Background: an optimization exercise with open tools, aiming at small area. Do not read the settings as production practice.
Function was checked by simulation only, so behaviour that the tests miss may differ from the original.
No activity file was given, so power comes from the tool's default toggle rates.

===== flow/run.sh =====
#!/bin/bash
# synth_recipe.tcl (not shown) runs the flow's synth.tcl, then flattens the netlist and writes it again
# the make line also repeats each setting of config.mk as NAME=value (left out here)
make -C /OpenROAD-flow-scripts/flow DESIGN_CONFIG=/design/flow/config.mk WORK_HOME=/design/flow/orfs CLKGATE_MAP_FILE= SYNTH_SCRIPT=/design/flow/synth_recipe.tcl finish

===== flow/config.mk =====
export PLATFORM = sky130hd
export DESIGN_NAME = prio_top
export DESIGN_NICKNAME = prio_top
export VERILOG_FILES = /design/flow/design.v
export SDC_FILE = /design/flow/constraint.sdc
export NUM_CORES = 4
export LEC_CHECK = 0
export CAP_MARGIN = 20
export CORE_MARGIN = 2
export CORE_UTILIZATION = 40
export SLEW_MARGIN = 20

===== flow/constraint.sdc =====
create_clock -name core_clock -period 8.0 [get_ports {c_clk}]
set_input_delay 1.6000 -clock core_clock [delete_from_list [all_inputs] [get_ports {c_clk}]]
set_output_delay 1.6000 -clock core_clock [all_outputs]
set_load 0.01 [all_outputs]

===== flow/design.v =====
`default_nettype none
package calc_cmd_pkg;
   typedef logic [3:0]  opcode_t;
   typedef logic [1:0]  req_tag_t;
   typedef logic [1:0]  port_id_t;
   typedef logic [31:0] operand_t;
   localparam opcode_t OP_NONE = 4'd0;
   localparam opcode_t OP_ADD  = 4'd1;
   localparam opcode_t OP_SUB  = 4'd2;
   localparam opcode_t OP_SHL  = 4'd5;
   localparam opcode_t OP_SHR  = 4'd6;
   typedef struct packed {
      opcode_t  opcode;
      req_tag_t tag;
      operand_t data1;
      operand_t data2;
   } port_cmd_t;
   typedef struct packed {
      opcode_t  opcode;
      port_id_t port;
      req_tag_t tag;
      operand_t data1;
      operand_t data2;
   } queue_entry_t;
   typedef struct packed {
      logic     valid;
      req_tag_t tag;
   } invalid_rsp_t;
endpackage
`default_nettype wire
`default_nettype none
package prio_cfg_pkg;
   localparam int NUM_PORTS   = 4;
   localparam int QUEUE_DEPTH = 8;
   typedef logic [$clog2(QUEUE_DEPTH):0]   count_t;
   typedef logic [$clog2(QUEUE_DEPTH)-1:0] slot_t;
   typedef logic [NUM_PORTS-1:0]           port_mask_t;
endpackage
`default_nettype wire
`timescale 1ns/1ps
`default_nettype none
module cmd_sorter (
   input  wire          c_clk,
   input  wire          arst_n,
   input  wire [279:0]  port_cmd,
   input  wire          cmd_ready,
   output logic [3:0]   is_add,
   output logic [3:0]   is_shift,
   output logic [275:0] wr_entry,
   output logic [11:0]  invalid_rsp
);
   for (genvar k = 0; k < 4; k++) begin : g_port
      logic [3:0] op;
      logic       is_invalid;
      assign op = port_cmd[70*k+66 +: 4];
      assign is_add[k]   = (op == 4'd1) || (op == 4'd2);
      assign is_shift[k] = (op == 4'd5) || (op == 4'd6);
      assign is_invalid  = (op != 4'd0) && !is_add[k] && !is_shift[k];
      assign wr_entry[69*k +: 69] = {op[1], 2'(k), port_cmd[70*k +: 66]};
      always_ff @(posedge c_clk or negedge arst_n) begin
         if (!arst_n) invalid_rsp[3*k+2] <= 1'b0;
         else         invalid_rsp[3*k+2] <= cmd_ready && is_invalid;
      end
      always_ff @(posedge c_clk) invalid_rsp[3*k +: 2] <= port_cmd[70*k+64 +: 2];
   end
endmodule
`default_nettype wire
`timescale 1ns/1ps
`default_nettype none
module cmd_queue (
   input  wire          c_clk,
   input  wire          arst_n,
   input  wire          accept,
   input  wire  [3:0]   is_add,
   input  wire  [3:0]   is_shift,
   input  wire  [275:0] wr_entry,
   output logic         add_room,
   output logic         shift_room,
   output logic [68:0]  add_head,
   output logic [68:0]  shift_head,
   output logic         add_head_valid,
   output logic         shift_head_valid,
   input  wire          add_pop,
   input  wire          shift_pop
);
   logic [68:0] main_q [0:1][0:3];
   logic [68:0] ovf    [0:3];
   logic [3:0]  ovf_v;
   logic [3:0]  ovf_shift;
   logic [3:0]  cnt    [0:1];
   logic [3:0]  mask   [0:1];
   logic [1:0]  pop;
   logic [3:0]  base   [0:1];
   logic [3:0]  pos    [0:1][0:3];
   logic [3:0]  wsel   [0:1][0:3];    
   logic [3:0]  ovf_flag;
   logic [1:0]  oidx   [0:3];
   logic [3:0]  osel   [0:3];         
   logic [3:0]  dsel   [0:1];         
   logic [1:0]  drain;
   logic [1:0]  seen;
   logic [2:0]  num    [0:1];
   assign pop     = {shift_pop, add_pop};
   assign mask[0] = accept ? is_add   : 4'b0;
   assign mask[1] = accept ? is_shift : 4'b0;
   always_comb begin
      for (int q = 0; q < 2; q++) begin
         base[q] = cnt[q] - {3'b0, pop[q]};
         num[q]  = 3'd0;
         for (int k = 0; k < 4; k++) begin
            pos[q][k] = base[q] + {1'b0, num[q]};
            num[q]    = num[q] + {2'b0, mask[q][k]};
         end
         for (int i = 0; i < 4; i++)
            for (int k = 0; k < 4; k++)
               wsel[q][i][k] = mask[q][k] && (pos[q][k] == 4'(i));
      end
      for (int k = 0; k < 4; k++)
         ovf_flag[k] = (mask[0][k] && pos[0][k][3:2] != 2'b00) ||
                       (mask[1][k] && pos[1][k][3:2] != 2'b00);
      oidx[0] = 2'd0;
      for (int k = 1; k < 4; k++) oidx[k] = oidx[k-1] + {1'b0, ovf_flag[k-1]};
      for (int j = 0; j < 4; j++)
         for (int k = 0; k < 4; k++)
            osel[j][k] = (k >= j) && ovf_flag[k] && (oidx[k] == 2'(j));
      for (int q = 0; q < 2; q++) begin
         drain[q] = pop[q] && (cnt[q] > 4'd4);
         seen[q] = 1'b0;
         for (int j = 0; j < 4; j++) begin
            dsel[q][j] = ovf_v[j] && (ovf_shift[j] == q[0]) && !seen[q];
            seen[q]    = seen[q] || (ovf_v[j] && (ovf_shift[j] == q[0]));
         end
      end
   end
   for (genvar q = 0; q < 2; q++) begin : g_q
      for (genvar i = 0; i < 4; i++) begin : g_slot
         logic        wr;
         logic        mv;
         logic [68:0] d_in;
         always_comb begin
            wr = |wsel[q][i];
            mv = ((i < 3) ? pop[q] : drain[q]) && !wr;
            d_in = '0;
            for (int k = 0; k < 4; k++)
               d_in = d_in | ({69{wsel[q][i][k]}} & wr_entry[69*k +: 69]);
            if (i < 3) begin
               d_in = d_in | ({69{mv}} & main_q[q][(i < 3) ? i+1 : i]);
            end else begin
               for (int j = 0; j < 4; j++)
                  d_in = d_in | ({69{mv && dsel[q][j]}} & ovf[j]);
            end
         end
         always_ff @(posedge c_clk) begin
            if (wr || mv) main_q[q][i] <= d_in;
         end
      end
      always_ff @(posedge c_clk or negedge arst_n) begin
         if (!arst_n) cnt[q] <= '0;
         else         cnt[q] <= cnt[q] - {3'b0, pop[q]} + {1'b0, num[q]};
      end
   end
   for (genvar j = 0; j < 4; j++) begin : g_ovf
      logic        wr;
      logic [68:0] port_in;
      always_comb begin
         wr      = |osel[j];
         port_in = '0;
         for (int k = j; k < 4; k++)
            port_in = port_in | ({69{osel[j][k]}} & wr_entry[69*k +: 69]);
      end
      always_ff @(posedge c_clk) begin
         if (wr) begin
            ovf[j]       <= port_in;
            ovf_shift[j] <= |(osel[j] & is_shift);
         end
      end
      always_ff @(posedge c_clk or negedge arst_n) begin
         if (!arst_n)     ovf_v[j] <= 1'b0;
         else if (accept) ovf_v[j] <= wr;
         else if ((drain[0] && dsel[0][j]) || (drain[1] && dsel[1][j]))
                          ovf_v[j] <= 1'b0;
      end
   end
   assign add_head         = main_q[0][0];
   assign shift_head       = main_q[1][0];
   assign add_head_valid   = (cnt[0] != 4'd0);
   assign shift_head_valid = (cnt[1] != 4'd0);
   assign add_room         = (cnt[0] <= 4'd4);
   assign shift_room       = (cnt[1] <= 4'd4);
endmodule
`default_nettype wire
`timescale 1ns/1ps
`default_nettype none
module dispatch_arbiter (
   input  wire        c_clk,
   input  wire        arst_n,
   input  wire  [1:0] add_port,
   input  wire        add_head_valid,
   input  wire  [1:0] shift_port,
   input  wire        shift_head_valid,
   output logic       add_pop,
   output logic       shift_pop,
   output logic       add_valid,
   output logic       shift_valid,
   input  wire        add_ready,
   input  wire        shift_ready
);
   logic turn_shift;
   logic add_held;
   logic shift_held;
   logic conflict;
   assign conflict = add_head_valid && shift_head_valid && (add_port == shift_port);
   assign add_valid = add_head_valid &&
                      (!conflict || add_held || (!shift_held && !turn_shift));
   assign shift_valid = shift_head_valid &&
                        (!conflict || shift_held || (!add_held && turn_shift));
   assign add_pop   = add_valid && add_ready;
   assign shift_pop = shift_valid && shift_ready;
   always_ff @(posedge c_clk or negedge arst_n) begin
      if (!arst_n) begin
         turn_shift <= 1'b0;
         add_held   <= 1'b0;
         shift_held <= 1'b0;
      end else begin
         add_held   <= add_valid && !add_ready;
         shift_held <= shift_valid && !shift_ready;
         if (conflict && (turn_shift ? shift_pop : add_pop)) turn_shift <= !turn_shift;
      end
   end
endmodule
`default_nettype wire
`timescale 1ns/1ps
`default_nettype none
module prio_top (
   input  wire         c_clk,
   input  wire         arst_n,
   input  wire [279:0] port_cmd,
   output logic        cmd_ready,
   output logic [11:0] invalid_rsp,
   output logic [71:0] add_out,
   output logic        add_valid,
   output logic [71:0] shift_out,
   output logic        shift_valid,
   input  wire         add_ready,
   input  wire         shift_ready
);
   logic [3:0]   is_add;
   logic [3:0]   is_shift;
   logic [275:0] wr_entry;
   logic         add_room;
   logic         shift_room;
   logic [68:0]  add_head;
   logic [68:0]  shift_head;
   logic         add_head_valid;
   logic         shift_head_valid;
   logic         add_pop;
   logic         shift_pop;
   assign cmd_ready = add_room && shift_room;
   cmd_sorter u_sorter (
      .c_clk       (c_clk),
      .arst_n      (arst_n),
      .port_cmd    (port_cmd),
      .cmd_ready   (cmd_ready),
      .is_add      (is_add),
      .is_shift    (is_shift),
      .wr_entry    (wr_entry),
      .invalid_rsp (invalid_rsp)
   );
   cmd_queue u_queues (
      .c_clk            (c_clk),
      .arst_n           (arst_n),
      .accept           (cmd_ready),
      .is_add           (is_add),
      .is_shift         (is_shift),
      .wr_entry         (wr_entry),
      .add_room         (add_room),
      .shift_room       (shift_room),
      .add_head         (add_head),
      .shift_head       (shift_head),
      .add_head_valid   (add_head_valid),
      .shift_head_valid (shift_head_valid),
      .add_pop          (add_pop),
      .shift_pop        (shift_pop)
   );
   dispatch_arbiter u_arbiter (
      .c_clk            (c_clk),
      .arst_n           (arst_n),
      .add_port         (add_head[67:66]),
      .add_head_valid   (add_head_valid),
      .shift_port       (shift_head[67:66]),
      .shift_head_valid (shift_head_valid),
      .add_pop          (add_pop),
      .shift_pop        (shift_pop),
      .add_valid        (add_valid),
      .shift_valid      (shift_valid),
      .add_ready        (add_ready),
      .shift_ready      (shift_ready)
   );
   assign add_out   = {2'b00, add_head[68], !add_head[68], add_head[67:0]};
   assign shift_out = {2'b01, shift_head[68], !shift_head[68], shift_head[67:0]};
endmodule
`default_nettype wire

==> load_flow_metrics.sql, run 1 <==
INSERT INTO impl_metrics (metric_group, metric, value, unit) VALUES
('place', 'numPortBuffers', '438', ''),
('synth', 'synth_top_cell_area_share', '0.498', ''),
('route', 'drt-vias-per-instance', '7.33', ''),
('sta', 'post-route-period-util', '0.878', ''),
('synth', 'yosys_warn_count', '14', ''),
('clock_network', 'cts-root-to-sink-buffers', '3', ''),
('synth', 'synth_cell_types', '78', ''),
('global_routing', 'first_pass_grt_wire_length', '335', 'mm'),
('synth', 'synth.yosys.seq_area_share', '0.510', ''),
('finish', 'commonest_cells_after_routing_fill_and_taps_aside', '889 x sky130_fd_sc_hd__nand2_1, 831 x sky130_fd_sc_hd__edfxtp_1, 437 x sky130_fd_sc_hd__clkdlybuf4s50_1', ''),
('worst_setup_path', 'critical_path_required_time', '8.40', 'ns'),
('sta', 'setup_violations', '0', ''),
('synth', 'synth.top_cells.by_area', 'sky130_fd_sc_hd__edfxtp_1 50%, sky130_fd_sc_hd__nand2_1 6.7%, sky130_fd_sc_hd__a221o_1 6.3%', ''),
('worst_setup_path', 'crit_slowest_cell', 'sky130_fd_sc_hd__fa_1', ''),
('worst_setup_path', 'crit_path_end_kind', 'flop', ''),
('synth', 'postSynthRegisterBits', '858', ''),
('clock_network', 'tritoncts', 'built', ''),
('synth', 'count_of_flip_flops_with_a_built_in_enable_after_synthesis', '831', ''),
('die', 'initial_core_util', '0.404', ''),
('place', 'dp_hpwl', '131', 'mm'),
('die', 'num_io_pins', '443', ''),
('synth', 'mappedNetlistArea', '0.0501', 'mm^2'),
('sta', 'rsz_0062_raised_after_global_routing', 'false', ''),
('worst_setup_path', 'critPathArrivalTime', '7.42', 'ns'),
('finish', 'num-fill-cells', '11400', ''),
('clock_network', 'cts-buffers-inserted', '98', ''),
('run_status', 'run_status', 'complete, no violations', ''),
('clock_network', 'clk_latency', '0.74', 'ns'),
('route', 'wl_per_cell', '35.3', 'um'),
('global_routing', 'grt_pass1_vias', '47200', ''),
('die', 'fp.dieW', '358', 'um'),
('sta', 'min_period', '7.02', 'ns'),
('sta', 'clock-skew-final', '0.0363', 'ns'),
('route', 'drc_violation_total_after_the_first_tritonroute_iteration', '10200', ''),
('clock_network', 'cts_resized', '0', ''),
('worst_setup_path', 'timing.critical_path.cells', 'xor2_1 > nor2_1 > a31oi_1 > nand2_1 > inv_2 > ha_1 > xor2_4 > inv_2 > fa_1 > a32oi_2 > nand3_1 > a21oi_1 > fa_1 > nor4b_1 > or3_4 > buf_12', ''),
('sta', 'timing.max_slew.rel_slack', '0.157', ''),
('synth', 'asyncSetResetFlopFracSynth', '0.0221', ''),
('finish', 'mostFrequentLayoutCell', 'sky130_fd_sc_hd__nand2_1', ''),
('clock_network', 'numClockSinks', '858', ''),
('global_routing', 'grt_overflow_total', '0', ''),
('worst_setup_path', 'critPathMaxStageDelay', '0.59', 'ns'),
('synth', 'yosysTopAreaCell', 'sky130_fd_sc_hd__edfxtp_1', ''),
('worst_setup_path', 'startpoint_type', 'flop', ''),
('min_path', 'timing.hold.worst.class', 'flop to flop', ''),
('clock_network', 'clk_transition_reported_paths', '0.06', 'ns'),
('finish', 'finalNetCount', '5252', ''),
('route', 'drc', '0', ''),
('finish', 'final_layout_size_suffix_gt1_frac', '0.0727', ''),
('route', 'wl', '235', 'mm'),
('finish', 'fin_util', '0.474', ''),
('worst_setup_path', 'worstSetupPathType', 'flop to flop', ''),
('clock_network', 'cts_hold_buffers', '0', ''),
('pwr', 'pwr_density_cell', '307', 'mW/mm^2'),
('global_routing', 'grt_max_degree', '72', ''),
('route', 'route.vias.total', '48900', ''),
('synth', 'synth-main-ff-cell', 'sky130_fd_sc_hd__edfxtp_1', ''),
('place', 'routability_congestion_estimate', '0.914', ''),
('job', 'max_cap_violations', '0', ''),
('sta', 'report.final.slew_viol_count', '0', ''),
('route', 'drtPass1Iterations', '11', ''),
('synth', 'post_synth_inst_count', '4969', ''),
('pwr', 'power.static_leakage', '0.0201', 'uW'),
('sta', 'timing_hold_violations_final', '0', ''),
('clock_network', 'root_buffer', 'sky130_fd_sc_hd__clkbuf_16', ''),
('clock_network', 'htreeDepth', '3', ''),
('die', 'die-area', '0.128', 'mm^2'),
('sta', 'fin_tns_setup', '0', 'ns'),
('pwr', 'max-vdd-ir-drop', '0.000276', 'V'),
('die', 'floorplan.die.height', '358', 'um'),
('sta', 'worst_slew_pin_slew', '1.26', 'ns');
## registers in the layout (all words and copies together), names as in the netlist
| register | cells |
|---|---|
| u_queues.ovf_v | 4 |
| u_arbiter.add_held | 1 |
| u_arbiter.turn_shift | 1 |
| u_queues.ovf_shift | 4 |
| u_arbiter.shift_held | 1 |
| u_queues.ovf | 275 |
| u_queues.cnt | 8 |
| u_sorter.invalid_rsp | 12 |
| u_queues.main_q | 552 |
## power by group
group          switching [uW]  total, uW  leakage [uW]  internal, uW
clock                    2020       4460       0.00148          2430
sequential                551       7500       0.00792          6950
combinational            4150       6110        0.0107          1950
total                    6730      18100        0.0201         11300
## cells by family (layout without fill, tap and decap cells)
kind of cell | after synthesis | count (layout) | share of synthesized area
other | 2 | 24 | 0.000150
XOR/XNOR | 32 | 32 | 0.00639
multiplexers | 2 | 2 | 0.000424
adder cells (fa/ha/maj) | 42 | 42 | 0.0114
AND/OR/NAND/NOR | 1629 | 1629 | 0.146
flip-flops | 858 | 858 | 0.510
AO/OA/AOI/OAI | 1563 | 1563 | 0.260
buffers and inverters | 841 | 876 | 0.0657
## per-layer routing
layer  share of wire  GRT usage
met2            0.44      0.541
met1            0.37      0.457
met3            0.13     0.0918
met4           0.058      0.192
met5         0.00037          0
## Yosys cell counts, types with 19 or more instances
| master | count |
|---|---|
| sky130_fd_sc_hd__a22oi_1 | 250 |
| sky130_fd_sc_hd__nor3_1 | 87 |
| sky130_fd_sc_hd__and2_1 | 73 |
| sky130_fd_sc_hd__a222oi_1 | 300 |
| sky130_fd_sc_hd__inv_1 | 113 |
| sky130_fd_sc_hd__buf_2 | 81 |
| sky130_fd_sc_hd__edfxtp_1 | 831 |
| sky130_fd_sc_hd__clkbuf_1 | 540 |
| sky130_fd_sc_hd__a221o_1 | 318 |
| sky130_fd_sc_hd__o21ai_0 | 208 |
| sky130_fd_sc_hd__o21ai_1 | 23 |
| sky130_fd_sc_hd__nand2_1 | 897 |
| sky130_fd_sc_hd__a22o_1 | 120 |
| sky130_fd_sc_hd__dfrtp_1 | 19 |
| sky130_fd_sc_hd__nand3_1 | 366 |
| sky130_fd_sc_hd__buf_1 | 93 |
| sky130_fd_sc_hd__a221oi_1 | 188 |
| sky130_fd_sc_hd__a21oi_1 | 91 |
| sky130_fd_sc_hd__xnor2_1 | 20 |
| sky130_fd_sc_hd__ha_1 | 33 |
| sky130_fd_sc_hd__nor2_1 | 105 |
## worst paths after layout
path | start | endpoint | slack (ns) | cells after the start
worst min-delay path | u_queues.main_q[7][51] | u_queues.main_q[6][51] | 0.51 | 2
max in group asynchronous | arst_n | u_queues.cnt[1][3] | 6.74 | 1
min in group asynchronous | arst_n | u_arbiter.turn_shift | 0.88 | 1
worst max register to register | u_queues.main_q[0][66] | u_queues.ovf[0][32] | 0.98 | 16
worst min register to register | u_queues.main_q[7][51] | u_queues.main_q[6][51] | 0.51 | 2
worst max-delay path | u_queues.main_q[0][66] | u_queues.ovf[0][32] | 0.98 | 16
## stage by stage
step,area (um^2),setup slack [ns],std cells,hold WS (ns),power [uW]
finish,58800,0.975,6663,0.509,18100
global route,58800,0.620,6653,0.521,18600
CTS,58700,1.02,6643,0.507,17900
detailed placement,55700,0.552,6465,0.491,13500
global placement,55700,0.699,6464,0.487,13400
floorplan,50100,0.0770,4971,0.469,10500
## layout make-up
class	count	area, um^2	share of cell area
flip-flops and latches	858	25600	0.435
clock inverters	46	373	0.00634
inverters	118	443	0.00753
clock buffers	132	2660	0.0453
well taps	1637	2050	0.0348
multi-input cells	3272	21700	0.370
repair buffers	580	5890	0.100
diodes	20	50.0	0.000851
## worst reg2reg max path, cell delays in order, from the launching register on
cell	delay, ns
sky130_fd_sc_hd__edfxtp_1	0.51
sky130_fd_sc_hd__xor2_1	0.55
sky130_fd_sc_hd__nor2_1	0.13
sky130_fd_sc_hd__a31oi_1	0.27
sky130_fd_sc_hd__nand2_1	0.22
sky130_fd_sc_hd__inv_2	0.24
sky130_fd_sc_hd__ha_1	0.41
sky130_fd_sc_hd__xor2_4	0.42
sky130_fd_sc_hd__inv_2	0.20
sky130_fd_sc_hd__fa_1	0.48
sky130_fd_sc_hd__a32oi_2	0.53
sky130_fd_sc_hd__nand3_1	0.37
sky130_fd_sc_hd__a21oi_1	0.44
sky130_fd_sc_hd__fa_1	0.59
sky130_fd_sc_hd__nor4b_1	0.53
sky130_fd_sc_hd__or3_4	0.50
sky130_fd_sc_hd__buf_12	0.27
==> run 2: changes to the inputs <==
--- a/flow/design.v
+++ b/flow/design.v
@@ -68,4 +68,16 @@
 `timescale 1ns/1ps
 `default_nettype none
+module entry_mux #(
+   parameter int N = 2
+) (
+   input  wire [N-1:0]    sel,
+   input  wire [N*69-1:0] src,
+   output logic [68:0]    y
+);
+   always_comb begin
+      y = '0;
+      for (int n = 0; n < N; n++) y = y | ({69{sel[n]}} & src[69*n +: 69]);
+   end
+endmodule
 module cmd_queue (
    input  wire          c_clk,
@@ -95,6 +107,4 @@
    logic [3:0]  wsel   [0:1][0:3];    
    logic [3:0]  ovf_flag;
-   logic [1:0]  oidx   [0:3];
-   logic [3:0]  osel   [0:3];         
    logic [3:0]  dsel   [0:1];         
    logic [1:0]  drain;
@@ -119,9 +129,4 @@
          ovf_flag[k] = (mask[0][k] && pos[0][k][3:2] != 2'b00) ||
                        (mask[1][k] && pos[1][k][3:2] != 2'b00);
-      oidx[0] = 2'd0;
-      for (int k = 1; k < 4; k++) oidx[k] = oidx[k-1] + {1'b0, ovf_flag[k-1]};
-      for (int j = 0; j < 4; j++)
-         for (int k = 0; k < 4; k++)
-            osel[j][k] = (k >= j) && ovf_flag[k] && (oidx[k] == 2'(j));
       for (int q = 0; q < 2; q++) begin
          drain[q] = pop[q] && (cnt[q] > 4'd4);
@@ -135,23 +140,23 @@
    for (genvar q = 0; q < 2; q++) begin : g_q
       for (genvar i = 0; i < 4; i++) begin : g_slot
-         logic        wr;
-         logic        mv;
-         logic [68:0] d_in;
-         always_comb begin
-            wr = |wsel[q][i];
-            mv = ((i < 3) ? pop[q] : drain[q]) && !wr;
-            d_in = '0;
-            for (int k = 0; k < 4; k++)
-               d_in = d_in | ({69{wsel[q][i][k]}} & wr_entry[69*k +: 69]);
-            if (i < 3) begin
-               d_in = d_in | ({69{mv}} & main_q[q][(i < 3) ? i+1 : i]);
-            end else begin
-               for (int j = 0; j < 4; j++)
-                  d_in = d_in | ({69{mv && dsel[q][j]}} & ovf[j]);
-            end
-         end
-         always_ff @(posedge c_clk) begin
-            if (wr || mv) main_q[q][i] <= d_in;
+         localparam int N = (i < 3) ? 6 : 9;
+         logic           wr;
+         logic           mv;
+         logic           hold;
+         logic [N-1:0]   sel;
+         logic [N*69-1:0] src;
+         logic [68:0]    d_in;
+         assign wr   = |wsel[q][i];
+         assign mv   = ((i < 3) ? pop[q] : drain[q]) && !wr;
+         assign hold = !wr && !((i < 3) ? pop[q] : drain[q]);
+         if (i < 3) begin : g_mid
+            assign sel = {hold, mv, wsel[q][i]};
+            assign src = {main_q[q][i], main_q[q][(i < 3) ? i+1 : i], wr_entry};
+         end else begin : g_last
+            assign sel = {hold, {4{mv}} & dsel[q], wsel[q][i]};
+            assign src = {main_q[q][i], ovf[3], ovf[2], ovf[1], ovf[0], wr_entry};
          end
+         entry_mux #(.N(N)) u_mux (.sel(sel), .src(src), .y(d_in));
+         always_ff @(posedge c_clk) main_q[q][i] <= d_in;
       end
       always_ff @(posedge c_clk or negedge arst_n) begin
@@ -160,24 +165,16 @@
       end
    end
-   for (genvar j = 0; j < 4; j++) begin : g_ovf
-      logic        wr;
-      logic [68:0] port_in;
-      always_comb begin
-         wr      = |osel[j];
-         port_in = '0;
-         for (int k = j; k < 4; k++)
-            port_in = port_in | ({69{osel[j][k]}} & wr_entry[69*k +: 69]);
-      end
+   for (genvar k = 0; k < 4; k++) begin : g_ovf
       always_ff @(posedge c_clk) begin
-         if (wr) begin
-            ovf[j]       <= port_in;
-            ovf_shift[j] <= |(osel[j] & is_shift);
+         if (ovf_flag[k]) begin
+            ovf[k]       <= wr_entry[69*k +: 69];
+            ovf_shift[k] <= is_shift[k];
          end
       end
       always_ff @(posedge c_clk or negedge arst_n) begin
-         if (!arst_n)     ovf_v[j] <= 1'b0;
-         else if (accept) ovf_v[j] <= wr;
-         else if ((drain[0] && dsel[0][j]) || (drain[1] && dsel[1][j]))
-                          ovf_v[j] <= 1'b0;
+         if (!arst_n)     ovf_v[k] <= 1'b0;
+         else if (accept) ovf_v[k] <= ovf_flag[k];
+         else if ((drain[0] && dsel[0][k]) || (drain[1] && dsel[1][k]))
+                          ovf_v[k] <= 1'b0;
       end
    end
==> flow/flow/run.sh (new file) <==
#!/bin/bash
# The standard layout (standard.sh, unchanged synthesis), with two tweaks:
#  - every port still gets a buffer, but of the smallest buffer cell
#  - CTS inserts no dummy loads and clusters up to 25 sinks per clkbuf_16
# The make output goes to flow_make.log; ORFS keeps each step's log under orfs/logs.
set -euo pipefail
export BUFFER_PORTS_ARGS="-buffer_cell sky130_fd_sc_hd__buf_1"
export CTS_ARGS="-sink_clustering_enable -repair_clock_nets -dont_use_dummy_load -sink_clustering_size 25 -sink_clustering_max_diameter 80 -buf_list {sky130_fd_sc_hd__clkbuf_16}"
bash standard.sh finish > flow_make.log 2>&1
==> flow/standard.sh (new file) <==
#!/bin/bash
# synth_recipe.tcl (not shown) runs the flow's synth.tcl, then flattens the netlist and writes it again
# the make line also repeats each setting of config.mk as NAME=value (left out here)
make -C /OpenROAD-flow-scripts/flow DESIGN_CONFIG=/design/flow/config.mk WORK_HOME=/design/flow/orfs CLKGATE_MAP_FILE= SYNTH_SCRIPT=/design/flow/synth_recipe.tcl "${@:-finish}"
--- a/flow/config.mk
+++ b/flow/config.mk
@@ -8,4 +8,5 @@
 export CAP_MARGIN = 20
 export CORE_MARGIN = 2
-export CORE_UTILIZATION = 40
+export CORE_UTILIZATION = 45
 export SLEW_MARGIN = 20
+export SYNTH_HIERARCHICAL = 1
removed: flow/run.sh
==> run 2 against run 1 <==
Register-to-register slack better by 0.90 ns. Still clean on timing, DRC and antenna. Clock power down about 40%. Power down 21%. Sequential power down 17%.
==> load_flow_metrics.sql, run 2 <==
INSERT INTO impl_metrics (metric_group, metric, value, unit) VALUES
('place', 'dp.cells', '5465', ''),
('worst_setup_path', 'critPathMaxStageDelay', '0.55', 'ns'),
('die', 'initial_core_util', '0.453', ''),
('route', 'drt-vias-per-instance', '7.50', ''),
('route', 'top_layer_used', 'met5', ''),
('clock_network', 'htreeDepth', '2', ''),
('finish', 'commonest_cells_after_routing_fill_and_taps_aside', '1255 x sky130_fd_sc_hd__a22oi_1, 561 x sky130_fd_sc_hd__nand3_1, 560 x sky130_fd_sc_hd__dfxtp_1', ''),
('finish', 'final_layout_size_suffix_gt1_frac', '0.0996', ''),
('sta', 'max_clock_freq', '156', 'MHz'),
('synth', 'yosysTopAreaCell', 'sky130_fd_sc_hd__dfxtp_1', ''),
('route', 'drc_violation_total_after_the_first_tritonroute_iteration', '7912', ''),
('clock_network', 'cts-root-to-sink-buffers', '3', ''),
('route', 'drtPass1Iterations', '14', ''),
('sta', 'timing_hold_violations_final', '0', ''),
('route', 'routed-wl-met3', '26.2', 'mm'),
('synth', 'asyncSetResetFlopFracSynth', '0.0221', ''),
('synth', 'synth_cell_types', '68', ''),
('sta', 'post-route-period-util', '0.801', ''),
('sta', 'rsz_0062_raised_after_global_routing', 'false', ''),
('sta', 'clock-skew-final', '0.0627', 'ns'),
('synth', 'synth.yosys.seq_area_share', '0.436', ''),
('clock_network', 'clk_transition_reported_paths', '0.10', 'ns'),
('worst_setup_path', 'timing.critical_path.cells', 'buf_1 > xnor2_1 > nor3_1 > nand2_1 > inv_1 > ha_1 > xnor2_1 > ha_1 > a21o_1 > a21oi_1 > xor2_1 > or4_1 > o211ai_1 > nor4_2 > buf_12 > a222oi_1 > nand3_1', ''),
('place', 'dp_hpwl', '109', 'mm'),
('sta', 'min_period', '6.40', 'ns'),
('synth', 'yosys_warn_count', '20', ''),
('finish', 'finalNetCount', '4467', ''),
('pwr', 'p_comb_frac', '0.375', ''),
('clock_network', 'root_buffer', 'sky130_fd_sc_hd__clkbuf_16', ''),
('die', 'fp.dieW', '324', 'um'),
('synth', 'postSynthAreaPerCell', '10.5', 'um^2'),
('finish', 'top_register', 'u_queues.main_q', ''),
('pwr', 'pwr_density_cell', '306', 'mW/mm^2'),
('synth', 'synth.top_cells.by_area', 'sky130_fd_sc_hd__dfxtp_1 24%, sky130_fd_sc_hd__a22oi_1 20%, sky130_fd_sc_hd__edfxtp_1 18%', ''),
('clock_network', 'tritoncts', 'built', ''),
('route', 'drc', '0', ''),
('global_routing', 'grt_pass1_vias', '39900', ''),
('synth', 'post_synth_inst_count', '4377', ''),
('job', 'max_cap_violations', '0', ''),
('global_routing', 'track_usage', '0.358', ''),
('synth', 'synth_top_cells_by_count', '1255 x sky130_fd_sc_hd__a22oi_1, 561 x sky130_fd_sc_hd__nand3_1, 560 x sky130_fd_sc_hd__dfxtp_1', ''),
('finish', 'mostFrequentLayoutCell', 'sky130_fd_sc_hd__a22oi_1', ''),
('sta', 'worst_slew_pin_slew', '1.27', 'ns'),
('clock_network', 'cts-buffers-inserted', '50', ''),
('sta', 'fin_tns_setup', '0', 'ns'),
('synth', 'synth-main-ff-cell', 'sky130_fd_sc_hd__dfxtp_1', ''),
('clock_network', 'cts_post_setup_buffers_inserted', '0', ''),
('worst_setup_path', 'worstSetupPathType', 'primary input to flop', ''),
('global_routing', 'antenna_found_initial', '29', ''),
('sta', 'timing.max_slew.rel_slack', '0.151', ''),
('worst_setup_path', 'crit_path_end_kind', 'flop', ''),
('pwr', 'power_switching_share', '0.419', ''),
('route', 'wl', '196', 'mm'),
('worst_setup_path', 'timing.critical_path.fanout_max', '62', ''),
('global_routing', 'grt_max_degree', '70', ''),
('synth', 'synth_top_cell_area_share', '0.243', ''),
('synth', 'yosysMostFrequentCell', 'sky130_fd_sc_hd__a22oi_1', ''),
('die', 'core', '0.102', 'mm^2'),
('finish', 'stdcell_count', '5535', ''),
('synth', 'mappedNetlistArea', '0.0461', 'mm^2'),
('pwr', 'power.static_leakage', '0.0157', 'uW'),
('global_routing', 'grt_overflow_total', '0', ''),
('clock_network', 'numClockSinks', '859', ''),
('worst_setup_path', 'critPathArrivalTime', '6.99', 'ns'),
('place', 'numPortBuffers', '438', ''),
('pwr', 'design_power_total', '14200', 'uW'),
('die', 'floorplan.die.height', '324', 'um'),
('die', 'num_io_pins', '443', ''),
('die', 'die-area', '0.105', 'mm^2'),
('place', 'routability_congestion_estimate', '0.858', ''),
('pwr', 'total_switching_power', '5970', 'uW'),
('sta', 'report.final.slew_viol_count', '0', ''),
('clock_network', 'cts_resized', '0', ''),
('route', 'met1Wirelength', '76.7', 'mm'),
('worst_setup_path', 'crit_slowest_cell', 'sky130_fd_sc_hd__buf_1', ''),
('pwr', 'max-vdd-ir-drop', '0.000319', 'V'),
('clock_network', 'cts_hold_buffers', '0', ''),
('worst_setup_path', 'startpoint_type', 'primary input', ''),
('route', 'wl_per_cell', '35.4', 'um'),
('global_routing', 'first_pass_grt_wire_length', '280', 'mm'),
('sta', 'setup_violations', '0', ''),
('pwr', 'power.share.clock', '0.187', ''),
('route', 'route.met2.wl', '84.8', 'mm'),
('finish', 'areaGrowthSynthToFinish', '1.02', '%'),
('die', 'std_cell_rows', '117', ''),
('run_status', 'run_status', 'complete, no violations', ''),
('clock_network', 'clk_latency', '0.70', 'ns'),
('synth', 'count_of_flip_flops_with_a_built_in_enable_after_synthesis', '280', ''),
('worst_setup_path', 'critical_path_required_time', '8.59', 'ns'),
('pwr', 'cell_internal_pwr', '8270', 'uW'),
('pwr', 'seq_power_share', '0.438', ''),
('route', 'route.vias.total', '41500', ''),
('finish', 'reg_top3', 'u_queues.main_q: 552 flops, u_queues.ovf: 276 flops, u_sorter.invalid_rsp: 12 flops', ''),
('finish', 'largest_register_ff_count', '552', ''),
('synth', 'postSynthRegisterBits', '859', ''),
('min_path', 'timing.hold.worst.class', 'flop to flop', ''),
('route', 'ant_nets', '0', '');
==> run 2: cell types whose count changed in the layout (fill, tap and decap cells not counted), sizes merged, moves of 79 or more <==
cell,before,now
dfxtp,8,560
clkbuf,132,50
a221o,318,1
o21ai,231,8
nand3,366,561
a22oi,250,1381
a21oi,92,13
edfxtp,831,280
inv,122,31
a222oi,300,138
buf,143,563
clkdlybuf4s50,437,0
nand2,897,25
==> run 2: cells by family (layout without fill, tap and decap cells) <==
kind of cell	count (synthesis)	after routing	synth area share
compound gates	1849	1849	0.335
buf+inv	884	646	0.130
flops	859	859	0.436
simple gates	714	714	0.0810
fa+ha+maj	34	34	0.00989
xor+xnor	33	33	0.00701
other cells	4	32	0.000326
==> run 2: path summary, 6_finish.rpt <==
| kind | startpoint | end | slack, ns | cells past startpoint |
|---|---|---|---|---|
| max | port_cmd[207] | u_queues.main_q[3][44] | 1.60 | 17 |
| min | u_queues.main_q[3][68] | u_queues.main_q[2][68] | 0.46 | 2 |
| max reg2reg | u_queues.main_q[4][66] | u_queues.main_q[3][44] | 1.88 | 17 |
| min reg2reg | u_queues.main_q[3][68] | u_queues.main_q[2][68] | 0.46 | 2 |
| max in group asynchronous | arst_n | u_arbiter.add_held | 6.84 | 2 |
| min in group asynchronous | arst_n | u_queues.ovf_v[3] | 0.91 | 2 |
==> run 2: metal layers <==
layer / track usage / vias to the layer above
met3: 0.102 / 591
met2: 0.533 / 3463
met1: 0.485 / 20500
met4: 0.150 / 14
li1: - / 17000
met5: 0.00602 / -
==> run 2: power by group through the flow <==
stage | combinational [uW] | clock [uW] | sequential (uW)
floorplan | 3670 | 0 | 6100
global placement | 5090 | 0 | 6280
detailed placement | 5160 | 0 | 6280
CTS | 5170 | 2680 | 6200
global route | 5590 | 2810 | 6320
finish | 5350 | 2660 | 6230
==> run 2: per-module statistics from Yosys, one instance, submodules excluded, a selection <==
module / copies in the design / area (um^2) / flip-flops and latches
prio_top: 1 / 51.3 / 0
dispatch_arbiter: 1 / 226 / 3
cmd_sorter: 1 / 2510 / 12
cmd_queue: 1 / 22700 / 844
==> run 2: final cells by class <==
class | instances | area (um^2)
Multi-Input combinational cell | 2642 | 20400
Fill cell | 9792 | 55100
Clock buffer | 50 | 1250
Sequential cell | 859 | 20100
Timing Repair Buffer | 563 | 2870
Inverter | 33 | 126
Antenna cell | 20 | 50.0
Tap cell | 1368 | 1710
==> run 2: critical path, delay by kind of cell <==
kind	cells	cell delay, ns
compound gates	4	0.91
fa+ha+maj	2	0.51
xor+xnor	3	0.89
buf+inv	3	1.25
simple gates	5	1.71
==> run 2: metrics by stage <==
step           cell area [um^2]  setup WS, ns  hold slack [ns]   util
2_1_floorplan             46100         0.668            0.446      -
3_3_place_gp              45200          1.01            0.456  0.445
3_5_place_dp              45200          1.20            0.462  0.445
4_1_cts                   46500          1.89            0.455  0.457
5_1_grt                   46500          1.48            0.494  0.458
6_report                  46500          1.60            0.462  0.458
==> run 3: changes to the inputs <==
--- a/flow/config.mk
+++ b/flow/config.mk
@@ -10,3 +10,2 @@
 export CORE_UTILIZATION = 45
 export SLEW_MARGIN = 20
-export SYNTH_HIERARCHICAL = 1
==> run 3 against run 2 <==
Register-to-register slack worse by 0.70 ns. Clock power is 2% lower. Via count is 7.2% higher. Utilization is 1.7 points higher. Final cell count is 7.9% higher. Hold slack worse by 0.0070 ns. First-iteration DRC count is 2.0% lower. Routed wire length is 6.8% higher. Critical endpoint is now u_queues.main_q[3][68]. Clock-buffer cell count is 1 lower. Sequential cell count is 8 lower. Critical path type is now flop to flop. Still clean on timing, DRC and antenna. Combinational power is 21% higher.
==> load_flow_metrics.sql, run 3 <==
INSERT INTO impl_metrics (metric_group, metric, value, unit) VALUES
('run_status', 'run_status', 'complete, no violations', ''),
('finish', 'areaGrowthSynthToFinish', '4.66', '%'),
('route', 'drtPass1Iterations', '11', ''),
('synth', 'post_synth_mux_area_share', '0.0178', ''),
('clock_network', 'clk_latency', '0.70', 'ns'),
('synth', 'post_synth_inst_count', '4861', ''),
('die', 'std_cell_rows', '117', ''),
('synth', 'post_synth_and_or_nand_nor_area_fraction', '0.105', ''),
('synth', 'synth.yosys.seq_area_share', '0.430', ''),
('global_routing', 'track_usage', '0.377', ''),
('clock_network', 'cts-root-to-sink-buffers', '3', ''),
('sta', 'worst_slew_pin_slew', '1.25', 'ns'),
('worst_setup_path', 'startpoint_type', 'flop', ''),
('min_path', 'hold_path.startpoint', 'u_queues.main_q[3][30]', ''),
('sta', 'min_period', '6.82', 'ns'),
('route', 'met1Wirelength', '80.1', 'mm'),
('synth', 'yosys.area_share.adder', '0.0112', ''),
('finish', 'commonest_cells_after_routing_fill_and_taps_aside', '696 x sky130_fd_sc_hd__nand2_1, 560 x sky130_fd_sc_hd__dfxtp_1, 554 x sky130_fd_sc_hd__a221o_1', ''),
('pwr', 'pwr_density_cell', '317', 'mW/mm^2'),
('route', 'ant_nets', '0', ''),
('worst_setup_path', 'timing.critical_path.fanout_max', '63', ''),
('pwr', 'p_comb_frac', '0.424', ''),
('clock_network', 'clk_transition_reported_paths', '0.09', 'ns'),
('sta', 'clock-skew-final', '0.102', 'ns'),
('synth', 'postSynthAreaPerCell', '9.51', 'um^2'),
('worst_setup_path', 'worstSetupPathType', 'flop to flop', ''),
('min_path', 'hold_path_depth', '1', ''),
('synth', 'synth_compound_gate_area_share', '0.342', ''),
('place', 'numPortBuffers', '438', ''),
('pwr', 'seq_power_share', '0.405', ''),
('global_routing', 'grt_max_degree', '148', ''),
('synth', 'yosys_warn_count', '14', ''),
('clock_network', 'cts_post_setup_buffers_inserted', '0', ''),
('die', 'initial_core_util', '0.454', ''),
('global_routing', 'first_pass_grt_wire_length', '298', 'mm'),
('min_path', 'timing.hold.worst.class', 'flop to flop', ''),
('route', 'wl_per_cell', '35.1', 'um'),
('pwr', 'max-vdd-ir-drop', '0.000344', 'V'),
('place', 'dp.cells', '5916', ''),
('die', 'num_io_pins', '443', ''),
('pwr', 'cell_internal_pwr', '8730', 'uW'),
('route', 'drc_violation_total_after_the_first_tritonroute_iteration', '7756', ''),
('sta', 'hold_slack', '0.455', 'ns'),
('synth', 'synth.top_cells.by_area', 'sky130_fd_sc_hd__dfxtp_1 24%, sky130_fd_sc_hd__edfxtp_1 18%, sky130_fd_sc_hd__a221o_1 12%', ''),
('synth', 'yosysTopAreaCell', 'sky130_fd_sc_hd__dfxtp_1', ''),
('synth', 'synth-main-ff-cell', 'sky130_fd_sc_hd__dfxtp_1', ''),
('pwr', 'power_switching_share', '0.430', ''),
('clock_network', 'tritoncts', 'built', ''),
('worst_setup_path', 'worst_setup_path_startpoint', 'u_queues.cnt[1][3]', ''),
('route', 'drt-vias-per-instance', '7.45', ''),
('finish', 'largest_register_ff_count', '552', ''),
('sta', 'timing_hold_violations_final', '0', ''),
('global_routing', 'grt_pass1_vias', '41900', ''),
('sta', 'fin_tns_setup', '0', 'ns'),
('pwr', 'total_switching_power', '6600', 'uW'),
('synth', 'synth_xor_area_frac', '0.00550', ''),
('route', 'drc', '0', ''),
('pwr', 'power.static_leakage', '0.0174', 'uW'),
('die', 'die-area', '0.105', 'mm^2'),
('job', 'max_cap_violations', '0', ''),
('synth', 'mappedNetlistArea', '0.0462', 'mm^2'),
('global_routing', 'antenna_found_initial', '11', ''),
('place', 'placedInstanceArea', '0.0471', 'mm^2'),
('finish', 'postLayoutCellArea', '0.0484', 'mm^2'),
('route', 'routed-wl-met3', '26.5', 'mm'),
('place', 'routability_congestion_estimate', '0.921', ''),
('clock_network', 'htreeDepth', '2', ''),
('finish', 'stdcell_count', '5974', ''),
('clock_network', 'cts_hold_buffers', '0', ''),
('worst_setup_path', 'crit_path_end_kind', 'flop', ''),
('synth', 'synth_cell_types', '82', ''),
('synth', 'synth_top_cells_by_count', '699 x sky130_fd_sc_hd__nand2_1, 560 x sky130_fd_sc_hd__dfxtp_1, 554 x sky130_fd_sc_hd__a221o_1', ''),
('sta', 'post-route-period-util', '0.852', ''),
('clock_network', 'numClockSinks', '851', ''),
('finish', 'finalNetCount', '4920', ''),
('sta', 'setup_violations', '0', ''),
('finish', 'num-fill-cells', '9758', ''),
('worst_setup_path', 'rr_worst_depth', '18', ''),
('synth', 'yosysMostFrequentCell', 'sky130_fd_sc_hd__nand2_1', ''),
('worst_setup_path', 'critPathArrivalTime', '7.40', 'ns'),
('synth', 'asyncSetResetFlopFracSynth', '0.0223', ''),
('finish', 'reg_top3', 'u_queues.main_q: 552 flops, u_queues.ovf: 268 flops, u_sorter.invalid_rsp: 12 flops', ''),
('clock_network', 'root_buffer', 'sky130_fd_sc_hd__clkbuf_16', ''),
('die', 'core', '0.102', 'mm^2'),
('global_routing', 'grt_overflow_total', '0', ''),
('finish', 'final_layout_size_suffix_gt1_frac', '0.0563', ''),
('route', 'route.met2.wl', '91.9', 'mm'),
('synth', 'dominant_combinational_cell_family_by_area_after_synthesis', 'compound AO/OA/AOI/OAI gates', ''),
('finish', 'mostFrequentLayoutCell', 'sky130_fd_sc_hd__nand2_1', ''),
('finish', 'top_register', 'u_queues.main_q', ''),
('sta', 'rsz_0062_raised_after_global_routing', 'false', ''),
('sta', 'max_clock_freq', '147', 'MHz'),
('clock_network', 'cts_resized', '0', ''),
('sta', 'final_critical_path_setup_slack', '1.18', 'ns'),
('die', 'floorplan.die.height', '324', 'um'),
('synth', 'postSynthRegisterBits', '851', ''),
('synth', 'count_of_flip_flops_with_a_built_in_enable_after_synthesis', '272', ''),
('place', 'dp_worst_setup_slack', '0.995', 'ns'),
('worst_setup_path', 'r2r-start', 'u_queues.cnt[1][3]', ''),
('pwr', 'power.share.clock', '0.171', ''),
('synth', 'synth_top_cell_area_share', '0.243', ''),
('place', 'dp_hpwl', '119', 'mm'),
('sta', 'timing.max_slew.rel_slack', '0.169', ''),
('sta', 'report.final.slew_viol_count', '0', ''),
('clock_network', 'cts-buffers-inserted', '49', ''),
('route', 'wl', '209', 'mm'),
('worst_setup_path', 'critical_path_required_time', '8.58', 'ns'),
('route', 'top_layer_used', 'met5', ''),
('route', 'route.vias.total', '44500', ''),
('die', 'fp.dieW', '324', 'um');
## run 3: routing by layer
layer | global-route usage | vias to the layer above
met5 | 0 | -
met4 | 0.186 | 8
met3 | 0.0975 | 680
met2 | 0.578 | 3508
met1 | 0.493 | 22000
li1 | - | 18400
## run 3: per-stage QoR
step | util | total power, uW
floorplan | - | 10400
global placement | 0.462 | 12400
detailed placement | 0.462 | 12500
CTS | 0.474 | 15100
global route | 0.475 | 15800
finish | 0.475 | 15300
## run 3: final timing paths
kind / endpoint / slack [ns]
setup / recovery: u_queues.main_q[3][68] / 1.18
hold / removal: u_queues.main_q[3][30] / 0.45
setup reg to reg: u_queues.main_q[3][68] / 1.18
hold reg to reg: u_queues.main_q[3][30] / 0.45
max in group asynchronous: u_queues.ovf_v[2] / 6.78
min in group asynchronous: u_queues.cnt[1][3] / 0.90
## run 3: final cells by class
type                       instances  area [um^2]  area share
multi-input combinational       3102        22700       0.470
sequential                       851        19900       0.410
timing repair buffer             558         2690      0.0557
tap                             1368         1710      0.0354
clock buffer                      49         1230      0.0254
inverter                          38          153     0.00316
antenna                            8         20.0    0.000414
## run 3: kinds of logic after synthesis
group	Yosys count
AND/OR/NAND/NOR	1079
XOR/XNOR	25
multiplexers	82
other	2
AO/OA/AOI/OAI	1874
flip-flops	851
adder cells (fa/ha/maj)	38
buffers and inverters	910
## run 3: power groups by stage
stage                     clock (uW)  combinational, uW  sequential (uW)
after floorplan                    0               4450             5980
after global placement             0               6180             6260
after detailed placement           0               6270             6260
after CTS                       2620               6280             6170
after global routing            2750               6780             6290
final                           2620               6500             6210
## run 3: worst max-delay path, stage by stage (launching register included)
cell,delay (ns)
sky130_fd_sc_hd__dfrtp_1,0.49
sky130_fd_sc_hd__or4_1,0.69
sky130_fd_sc_hd__nand4_1,0.25
sky130_fd_sc_hd__and2_1,0.29
sky130_fd_sc_hd__nand2_4,0.35
sky130_fd_sc_hd__inv_8,0.46
sky130_fd_sc_hd__ha_1,0.26
sky130_fd_sc_hd__nand2b_1,0.07
sky130_fd_sc_hd__xnor2_1,0.63
sky130_fd_sc_hd__ha_1,0.41
sky130_fd_sc_hd__nand2_1,0.08
sky130_fd_sc_hd__a21oi_1,0.05
sky130_fd_sc_hd__nor4_1,0.42
sky130_fd_sc_hd__o31ai_1,0.13
sky130_fd_sc_hd__buf_4,0.18
sky130_fd_sc_hd__nor2_4,0.46
sky130_fd_sc_hd__buf_4,0.91
sky130_fd_sc_hd__a221o_1,0.30
sky130_fd_sc_hd__a21o_1,0.08

-- what the ideal ports hide --
How much do the figures lean on ideal ports? The routed layouts below were timed once more, with nothing changed but the port constraints. Step 1 assumes that a clkbuf_16 drives the clock port and a buf_2 every other input. Step 2, shift: input delay + t, output delay - t, t = (earliest + latest rising clock arrival at the registers) / 2. This alone moves slack from input paths to output paths. Slacks: ideal ports / drivers / drivers and shift; pairs: ideal ports / drivers.
run | shift t [ns] | setup slack, ns | hold slack, ns
run 1 | 0.796 | 0.975 / 0.975 / 0.412 | 0.509 / 0.509 / 0.509
run 2 | 0.732 | 1.595 / 1.635 / 0.903 | 0.462 / 0.462 / 0.462
run 3 | 0.730 | 1.182 / 1.182 / 0.746 | 0.455 / 0.455 / 0.455
After both steps setup and hold are still met in every run listed. The setup slack of run 2, which loses most, moves by +0.040 ns with the drivers and by -0.692 ns with both steps.
